From an optimization exercise on the open Yosys and OpenROAD flow, aimed at small area, a short achievable clock period and few clock cycles; shortcuts taken in it are not production practice. Where RTL was checked, it was by simulation tests only, not by an equivalence proof against the original. Power and IR drop assume default switching activity.

==> inputs of v17 <==
Design rs_alu_top, start of the top module:
module rs_alu_top (
  input  logic             in_clk,
  input  logic             in_rst,
  input  logic             dispatch_valid,
  input  logic [2:0]       dispatch_op,
  input  logic             src_a_ready,
  input  ooo_pkg::word_t   src_a_value,
  input  ooo_pkg::tag_t    src_a_tag,
  input  logic             src_b_ready,
  input  ooo_pkg::word_t   src_b_value,
  input  ooo_pkg::tag_t    src_b_tag,
  input  logic             flags_ready,
  input  ooo_pkg::nzcv_t   flags_value,
  input  ooo_pkg::tag_t    flags_tag,
  input  logic             set_nzcv,
  input  ooo_pkg::tag_t    dst_tag,
  input  logic             bcast_valid,
  input  ooo_pkg::tag_t    bcast_tag,
  input  ooo_pkg::word_t   bcast_value,
  input  logic             bcast_set_nzcv,
  input  ooo_pkg::nzcv_t   bcast_nzcv,
  input  logic             flush,
  output logic             full,
  output logic             result_valid,
  output ooo_pkg::tag_t    result_tag,
  output ooo_pkg::word_t   result_value,
  output logic             result_set_nzcv,
  output ooo_pkg::nzcv_t   result_nzcv
);
export LEC_CHECK = 0
export ABC_CLOCK_PERIOD_IN_PS = 2000
export CAP_MARGIN = 20
export CORE_MARGIN = 2
export CORE_UTILIZATION = 40
export SETUP_SLACK_MARGIN = 5
export SLEW_MARGIN = 20
export TNS_END_PERCENT = 5
create_clock -name core_clock -period 12.0 [get_ports {in_clk}]
standard.sh (not shown) runs the stock make flow with config.mk's settings and CLKGATE_MAP_FILE= SYNTH_SCRIPT=/design/flow/synth_recipe.tcl, a recipe that flattens the netlist after the stock synthesis.
==> flow/flow/run.sh <==
#!/bin/bash
set -euo pipefail
bash standard.sh SETUP_SLACK_MARGIN=7.6 "BUFFER_PORTS_ARGS=-buffer_cell sky130_fd_sc_hd__buf_2" finish > standard_make.log 2>&1
==> v29: changes against v17 <==
Settings changed: ABC_CLOCK_PERIOD_IN_PS 2000 to 3000.
==> notes <==
- v17 went through all stages and came out clean. v29 completed without violations.
- In total power, v17 and v29 do not differ.
- In area after synthesis, v29 and v17 do not differ.
- Critical path depth is the same in v17 and v29.
- In final area, v17 and v29 do not differ.
==> figures <==
quantity                              v29          v17
Clock buffer count                    192          192
Post-synthesis instance area  75000 sq um  75000 sq um
Net load switching power          2.11 mW      2.11 mW
Hold Fails Final Rpt                    0            0
Combinational group power        0.456 mW     0.456 mW
CTS tree                             done         done
Clock-net power                   4.13 mW      4.13 mW
Run status  no timing/DRC/antenna violations  no timing/DRC/antenna violations
First-pass GRT wire length         419 mm       419 mm
Net Sw Frac                         23.9%        23.9%
No functional check of the RTL was part of any run of this note.

==> inputs of 04-09 <==
Another version of the RTL of rs_alu_top (not shown whole).
Design rs_alu_top, start of the top module:
module rs_alu_top (
  input  logic             in_clk,
  input  logic             in_rst,
  input  logic             dispatch_valid,
  input  logic [2:0]       dispatch_op,
  input  logic             src_a_ready,
  input  ooo_pkg::word_t   src_a_value,
  input  ooo_pkg::tag_t    src_a_tag,
  input  logic             src_b_ready,
  input  ooo_pkg::word_t   src_b_value,
  input  ooo_pkg::tag_t    src_b_tag,
  input  logic             flags_ready,
  input  ooo_pkg::nzcv_t   flags_value,
  input  ooo_pkg::tag_t    flags_tag,
  input  logic             set_nzcv,
  input  ooo_pkg::tag_t    dst_tag,
  input  logic             bcast_valid,
  input  ooo_pkg::tag_t    bcast_tag,
  input  ooo_pkg::word_t   bcast_value,
  input  logic             bcast_set_nzcv,
  input  ooo_pkg::nzcv_t   bcast_nzcv,
  input  logic             flush,
  output logic             full,
  output logic             result_valid,
  output ooo_pkg::tag_t    result_tag,
  output ooo_pkg::word_t   result_value,
  output logic             result_set_nzcv,
  output ooo_pkg::nzcv_t   result_nzcv
);
==> flow/config.mk <==
export PLATFORM = sky130hd
export DESIGN_NAME = rs_alu_top
export DESIGN_NICKNAME = rs_alu_top
export VERILOG_FILES = /design/flow/design.v
export SDC_FILE = /design/flow/constraint.sdc
export NUM_CORES = 4
export LEC_CHECK = 0
export ABC_CLOCK_PERIOD_IN_PS = 3000
export CAP_MARGIN = 20
export CORE_MARGIN = 2
export CORE_UTILIZATION = 40
export SETUP_SLACK_MARGIN = 5
export SLEW_MARGIN = 20
export TNS_END_PERCENT = 5
==> flow/constraint.sdc <==
create_clock -name core_clock -period 12.0 [get_ports {in_clk}]
set_input_delay 2.4000 -clock core_clock [delete_from_list [all_inputs] [get_ports {in_clk}]]
set_output_delay 2.4000 -clock core_clock [all_outputs]
set_load 0.01 [all_outputs]
==> flow/flow/run.sh <==
#!/bin/bash
set -euo pipefail
bash standard.sh SETUP_SLACK_MARGIN=7 "BUFFER_PORTS_ARGS=-buffer_cell sky130_fd_sc_hd__buf_2" finish > standard_make.log 2>&1
==> 02-08: changes against 04-09 <==
--- a/flow/design.v
+++ b/flow/design.v
@@ -161,17 +161,33 @@
   assign alloc = all_v ? sel : free_low;
   logic [N-1:0] rdy_early;
   always_comb begin
     for (int i = 0; i < N; i++) begin
       rdy_early[i] = ent_v[i] && (a_rdy[i] || a_eq[i]) && (b_rdy[i] || b_eq[i])
                      && (f_rdy[i] || f_eq[i]);
     end
   end
-  assign full = all_v && !(|rdy_early);
+  logic         full_q;
+  logic [N-1:0] ent_v_n;
+  logic [N-1:0] rdy_early_n;
+  always_comb begin
+    for (int i = 0; i < N; i++) begin
+      if (in_rst || flush) ent_v_n[i] = 1'b0;
+      else ent_v_n[i] = (ent_v[i] && !(issue && sel[i])) || (accept && alloc[i]);
+      rdy_early_n[i] = ent_v_n[i] && !alloc[i]
+                       && (a_rdy[i] || a_eq[i] || a_bc[i] || (e_valid && a_e[i]))
+                       && (b_rdy[i] || b_eq[i] || b_bc[i] || (e_valid && b_e[i]))
+                       && (f_rdy[i] || f_eq[i] || f_bc[i] || (e_valid && xb_set_nzcv && f_e[i]));
+    end
+  end
+  always_ff @(posedge in_clk) begin
+    full_q <= (&ent_v_n) && !(|rdy_early_n);
+  end
+  assign full = full_q;
   assign accept = dispatch_valid && !full && !flush && !in_rst;
   assign iss_any = |elig;
   assign issue = iss_any && !flush && !in_rst;
   always_comb begin
     logic a_fwd, b_fwd, f_fwd;
     logic a_fx, b_fx, f_fx;
     ooo_pkg::word_t a_m, b_m;
     ooo_pkg::nzcv_t f_m;
@@ -231,24 +247,17 @@
   assign d_f_in = flags_ready || !d_f_need;
   assign d_f_bc = bcast_valid && bcast_set_nzcv && (bcast_tag == flags_tag);
   assign d_f_rs = res_valid && res_set_nzcv && (res_tag == flags_tag);
   assign d_f_ib = ib_valid && ib_set_nzcv && (ib_tag == flags_tag);
   assign d_f_rdy = d_f_in || d_f_bc || d_f_rs || d_f_ib;
   assign d_f_val = (d_f_in || d_f_bc || d_f_rs)
                    ? (d_f_in ? flags_value : d_f_bc ? bcast_nzcv : res_nzcv) : ib_nzcv;
   always_ff @(posedge in_clk) begin
-    if (in_rst || flush) begin
-      ent_v <= '0;
-    end else begin
-      for (int i = 0; i < N; i++) begin
-        if (issue && sel[i]) ent_v[i] <= 1'b0;
-        if (accept && alloc[i]) ent_v[i] <= 1'b1;
-      end
-    end
+    ent_v <= ent_v_n;
   end
   always_ff @(posedge in_clk) begin
     for (int i = 0; i < N; i++) begin
       if (alloc[i]) begin
         ent_op[i] <= dispatch_op;
         ent_set[i] <= set_nzcv;
         ent_dst[i] <= dst_tag;
         a_tag[i] <= src_a_tag;
@@ -1772,17 +1781,16 @@
   assign s = {s63, s62, s61, s60, s59, s58, s57, s56, s55, s54, s53, s52, s51, s50, s49, s48, s47, s46, s45, s44, s43, s42, s41, s40, s39, s38, s37, s36, s35, s34, s33, s0};
   assign c = {c62, c61, c60, c59, c58, c57, c56, c55, c54, c53, c52, c51, c50, c49, c48, c47, c46, c45, c44, c43, c42, c41, c40, c39, c38, c37, c36, c35, c34, c33, c32, s32};
 endmodule
 module alu_exec (
   input  logic             in_clk,
   input  logic             in_rst,
   input  logic             flush,
   input  logic             issue,
-  input  logic             iss_any,
   input  logic [2:0]       iss_op,
   input  ooo_pkg::word_t   iss_a,
   input  ooo_pkg::word_t   iss_b,
   input  ooo_pkg::nzcv_t   iss_f,
   input  logic             iss_set_nzcv,
   input  ooo_pkg::tag_t    iss_dst,
   output logic             xb_valid,
   output logic             e_valid,
@@ -1798,16 +1806,19 @@
   output logic             result_valid,
   output ooo_pkg::tag_t    result_tag,
   output ooo_pkg::word_t   result_value,
   output logic             result_set_nzcv,
   output ooo_pkg::nzcv_t   result_nzcv
 );
   logic           e_v;
   logic           e_mul;
+  logic           e_sub;
+  logic           e_adc;
+  logic           e_arith;
   logic [2:0]     e_op;
   ooo_pkg::word_t e_a;
   ooo_pkg::word_t e_b;
   ooo_pkg::nzcv_t e_f;
   logic           e_set;
   ooo_pkg::tag_t  e_dst;
   logic           f_v;
   logic [127:0]   f_r;
@@ -1822,16 +1833,19 @@
     end else begin
       e_v <= issue;
       f_v <= e_v;
       result_valid <= f_v;
     end
   end
   always_ff @(posedge in_clk) begin
     e_mul <= (iss_op == 3'd6);
+    e_sub <= (iss_op == 3'd1);
+    e_adc <= (iss_op == 3'd2);
+    e_arith <= (iss_op == 3'd0) || (iss_op == 3'd1) || (iss_op == 3'd2);
     e_op <= iss_op;
     e_a <= iss_a;
     e_b <= iss_b;
     e_f <= iss_f;
     e_set <= iss_set_nzcv;
     e_dst <= iss_dst;
   end
   logic [127:0] t_r;
@@ -1839,22 +1853,24 @@
   logic                     sub;
   logic                     cin;
   ooo_pkg::word_t           add_b;
   logic [ooo_pkg::WORD_W:0] sum;
   ooo_pkg::word_t           alu_val;
   logic                     arith;
   logic [1:0]               cv;
   logic                     z_add, z_log;
+  logic [ooo_pkg::WORD_W+1:0] sum_x;
   always_comb begin
-    sub = (e_op == 3'd1);
+    sub = e_sub;
     add_b = sub ? ~e_b : e_b;
-    cin = sub || (e_op == 3'd2 && e_f[ooo_pkg::FLAG_C]);
-    sum = {1'b0, e_a} + {1'b0, add_b} + {{ooo_pkg::WORD_W{1'b0}}, cin};
-    arith = (e_op == 3'd0) || (e_op == 3'd1) || (e_op == 3'd2);
+    cin = sub || (e_adc && e_f[ooo_pkg::FLAG_C]);
+    sum_x = {1'b0, e_a, 1'b1} + {1'b0, add_b, cin};
+    sum = sum_x[ooo_pkg::WORD_W+1:1];
+    arith = e_arith;
     case (e_op)
       3'd3: alu_val = e_a & e_b;
       3'd4: alu_val = e_a | e_b;
       3'd5: alu_val = e_a ^ e_b;
       default: alu_val = sum[ooo_pkg::WORD_W-1:0];
     endcase
   end
   assign cv = arith ? {sum[ooo_pkg::WORD_W],
==> flow/flow/run.sh (replaced) <==
#!/bin/bash
set -euo pipefail
bash standard.sh SETUP_SLACK_MARGIN=7.2 "BUFFER_PORTS_ARGS=-buffer_cell sky130_fd_sc_hd__buf_2" finish > standard_make.log 2>&1
Settings changed: CTS_CLUSTER_DIAMETER set to 100, CTS_CLUSTER_SIZE set to 20.
==> 10-11: changes against 04-09 <==
--- a/flow/design.v
+++ b/flow/design.v
@@ -161,17 +161,33 @@
   assign alloc = all_v ? sel : free_low;
   logic [N-1:0] rdy_early;
   always_comb begin
     for (int i = 0; i < N; i++) begin
       rdy_early[i] = ent_v[i] && (a_rdy[i] || a_eq[i]) && (b_rdy[i] || b_eq[i])
                      && (f_rdy[i] || f_eq[i]);
     end
   end
-  assign full = all_v && !(|rdy_early);
+  logic         full_q;
+  logic [N-1:0] ent_v_n;
+  logic [N-1:0] rdy_early_n;
+  always_comb begin
+    for (int i = 0; i < N; i++) begin
+      if (in_rst || flush) ent_v_n[i] = 1'b0;
+      else ent_v_n[i] = (ent_v[i] && !(issue && sel[i])) || (accept && alloc[i]);
+      rdy_early_n[i] = ent_v_n[i] && !alloc[i]
+                       && (a_rdy[i] || a_eq[i] || a_bc[i] || (e_valid && a_e[i]))
+                       && (b_rdy[i] || b_eq[i] || b_bc[i] || (e_valid && b_e[i]))
+                       && (f_rdy[i] || f_eq[i] || f_bc[i] || (e_valid && xb_set_nzcv && f_e[i]));
+    end
+  end
+  always_ff @(posedge in_clk) begin
+    full_q <= (&ent_v_n) && !(|rdy_early_n);
+  end
+  assign full = full_q;
   assign accept = dispatch_valid && !full && !flush && !in_rst;
   assign iss_any = |elig;
   assign issue = iss_any && !flush && !in_rst;
   always_comb begin
     logic a_fwd, b_fwd, f_fwd;
     logic a_fx, b_fx, f_fx;
     ooo_pkg::word_t a_m, b_m;
     ooo_pkg::nzcv_t f_m;
@@ -231,24 +247,17 @@
   assign d_f_in = flags_ready || !d_f_need;
   assign d_f_bc = bcast_valid && bcast_set_nzcv && (bcast_tag == flags_tag);
   assign d_f_rs = res_valid && res_set_nzcv && (res_tag == flags_tag);
   assign d_f_ib = ib_valid && ib_set_nzcv && (ib_tag == flags_tag);
   assign d_f_rdy = d_f_in || d_f_bc || d_f_rs || d_f_ib;
   assign d_f_val = (d_f_in || d_f_bc || d_f_rs)
                    ? (d_f_in ? flags_value : d_f_bc ? bcast_nzcv : res_nzcv) : ib_nzcv;
   always_ff @(posedge in_clk) begin
-    if (in_rst || flush) begin
-      ent_v <= '0;
-    end else begin
-      for (int i = 0; i < N; i++) begin
-        if (issue && sel[i]) ent_v[i] <= 1'b0;
-        if (accept && alloc[i]) ent_v[i] <= 1'b1;
-      end
-    end
+    ent_v <= ent_v_n;
   end
   always_ff @(posedge in_clk) begin
     for (int i = 0; i < N; i++) begin
       if (alloc[i]) begin
         ent_op[i] <= dispatch_op;
         ent_set[i] <= set_nzcv;
         ent_dst[i] <= dst_tag;
         a_tag[i] <= src_a_tag;
@@ -1798,16 +1807,19 @@
   output logic             result_valid,
   output ooo_pkg::tag_t    result_tag,
   output ooo_pkg::word_t   result_value,
   output logic             result_set_nzcv,
   output ooo_pkg::nzcv_t   result_nzcv
 );
   logic           e_v;
   logic           e_mul;
+  logic           e_sub;
+  logic           e_adc;
+  logic           e_arith;
   logic [2:0]     e_op;
   ooo_pkg::word_t e_a;
   ooo_pkg::word_t e_b;
   ooo_pkg::nzcv_t e_f;
   logic           e_set;
   ooo_pkg::tag_t  e_dst;
   logic           f_v;
   logic [127:0]   f_r;
@@ -1822,16 +1834,19 @@
     end else begin
       e_v <= issue;
       f_v <= e_v;
       result_valid <= f_v;
     end
   end
   always_ff @(posedge in_clk) begin
     e_mul <= (iss_op == 3'd6);
+    e_sub <= (iss_op == 3'd1);
+    e_adc <= (iss_op == 3'd2);
+    e_arith <= (iss_op == 3'd0) || (iss_op == 3'd1) || (iss_op == 3'd2);
     e_op <= iss_op;
     e_a <= iss_a;
     e_b <= iss_b;
     e_f <= iss_f;
     e_set <= iss_set_nzcv;
     e_dst <= iss_dst;
   end
   logic [127:0] t_r;
@@ -1839,22 +1854,24 @@
   logic                     sub;
   logic                     cin;
   ooo_pkg::word_t           add_b;
   logic [ooo_pkg::WORD_W:0] sum;
   ooo_pkg::word_t           alu_val;
   logic                     arith;
   logic [1:0]               cv;
   logic                     z_add, z_log;
+  logic [ooo_pkg::WORD_W+1:0] sum_x;
   always_comb begin
-    sub = (e_op == 3'd1);
+    sub = e_sub;
     add_b = sub ? ~e_b : e_b;
-    cin = sub || (e_op == 3'd2 && e_f[ooo_pkg::FLAG_C]);
-    sum = {1'b0, e_a} + {1'b0, add_b} + {{ooo_pkg::WORD_W{1'b0}}, cin};
-    arith = (e_op == 3'd0) || (e_op == 3'd1) || (e_op == 3'd2);
+    cin = sub || (e_adc && e_f[ooo_pkg::FLAG_C]);
+    sum_x = {1'b0, e_a, 1'b1} + {1'b0, add_b, cin};
+    sum = sum_x[ooo_pkg::WORD_W+1:1];
+    arith = e_arith;
     case (e_op)
       3'd3: alu_val = e_a & e_b;
       3'd4: alu_val = e_a | e_b;
       3'd5: alu_val = e_a ^ e_b;
       default: alu_val = sum[ooo_pkg::WORD_W-1:0];
     endcase
   end
   assign cv = arith ? {sum[ooo_pkg::WORD_W],
==> flow/flow/run.sh (replaced) <==
#!/bin/bash
set -euo pipefail
bash standard.sh SETUP_SLACK_MARGIN=7.6 "BUFFER_PORTS_ARGS=-buffer_cell sky130_fd_sc_hd__buf_2" finish > standard_make.log 2>&1
==> impl_metrics.json <==
{
  "m1WireLength_um": 110000,
  "crit_buf_inv": 2,
  "maxSlewHeadroom_pct": 12.8,
  "status": "no timing/DRC/antenna violations",
  "max_stage_delay_ns": 0.55,
  "die-height_um": 429,
  "fin_ws_ns": 7.27,
  "track_usage_pct": 29.9,
  "global_route.usage.met3_pct": 6.61,
  "timing.rr.end": "u_entry_array.full_q",
  "clk_pin_slew_worst_paths_ns": 0.06,
  "dieArea_mm2": 0.184,
  "pg_clk_mw": 3.53,
  "seqCellArea_mm2": 0.0284
}
the above is filed under 10-11

==> impl_metrics.json <==
{
  "dieArea_mm2": 0.184,
  "pg_clk_mw": 3.81,
  "clk_pin_slew_worst_paths_ns": 0.06,
  "die-height_um": 429,
  "m1WireLength_um": 116000,
  "fin_ws_ns": 6.76,
  "timing.rr.end": "u_alu_exec.e_a[1]",
  "global_route.usage.met3_pct": 7.56,
  "seqCellArea_mm2": 0.0283,
  "crit_buf_inv": 6,
  "max_stage_delay_ns": 0.82,
  "status": "no timing/DRC/antenna violations",
  "layout_min_cycle_time_ns": 5.24,
  "cp_num_cells": 15,
  "maxSlewHeadroom_pct": 16.1
}
the above is filed under 04-09

==> impl_metrics.json <==
{
  "status": "no timing/DRC/antenna violations",
  "track_usage_pct": 30.4,
  "seqCellArea_mm2": 0.0284,
  "die-height_um": 429,
  "pg_clk_mw": 2.29,
  "m1WireLength_um": 112000,
  "maxSlewHeadroom_pct": 23.9,
  "max_stage_delay_ns": 0.86
}
the above is filed under 02-08

Testbench counts of 04-09, summed over its fixed seeds: cycles 25,331.
Testbench counts of 02-08, summed over its fixed seeds: cycles 25,394.
The RTL of 10-11 was laid out without a check of its function.

## static timing again, ports no longer ideal
In the flow no input, the clock included, has a driving cell. The finished layouts below were timed again as built, in two steps. Step 1 (the two cells are an assumption about what drives the block):
set clk [get_ports {in_clk}]
set_driving_cell -lib_cell sky130_fd_sc_hd__clkbuf_16 $clk
set_driving_cell -lib_cell sky130_fd_sc_hd__buf_2 [delete_from_list [all_inputs] $clk]
Step 2 adds t to the input delays and takes it off the output delays; t is the mean of the earliest and latest rising clock arrival at the registers after step 1. Input paths then give back, and output paths get back, about the clock's delay inside the block. a / b / c = ideal / step 1 / step 2; a / b = the first two.
run | t (ns) | setup slack, ns | clock arrival spread, ns | slew at the worst register clock pin (ns)
v17 | 0.873 | 7.142 / 7.142 / 6.745 | 0.032 / 0.033 | 0.06 / 0.06
v29 | 0.873 | 7.142 / 7.142 / 6.745 | 0.032 / 0.033 | 0.06 / 0.06
04-09 | 0.856 | 6.760 / 6.760 / 6.092 | 0.033 / 0.032 | 0.07 / 0.07
02-08 | 0.811 | 6.990 / 7.052 / 6.248 | 0.056 / 0.057 | 0.10 / 0.10
10-11 | 0.841 | 7.270 / 7.307 / 6.498 | 0.030 / 0.029 | 0.07 / 0.07
After both steps setup and hold are still met in every run listed. The setup slack of 10-11, which loses most, moves by +0.037 ns with the drivers and by -0.772 ns with both steps.
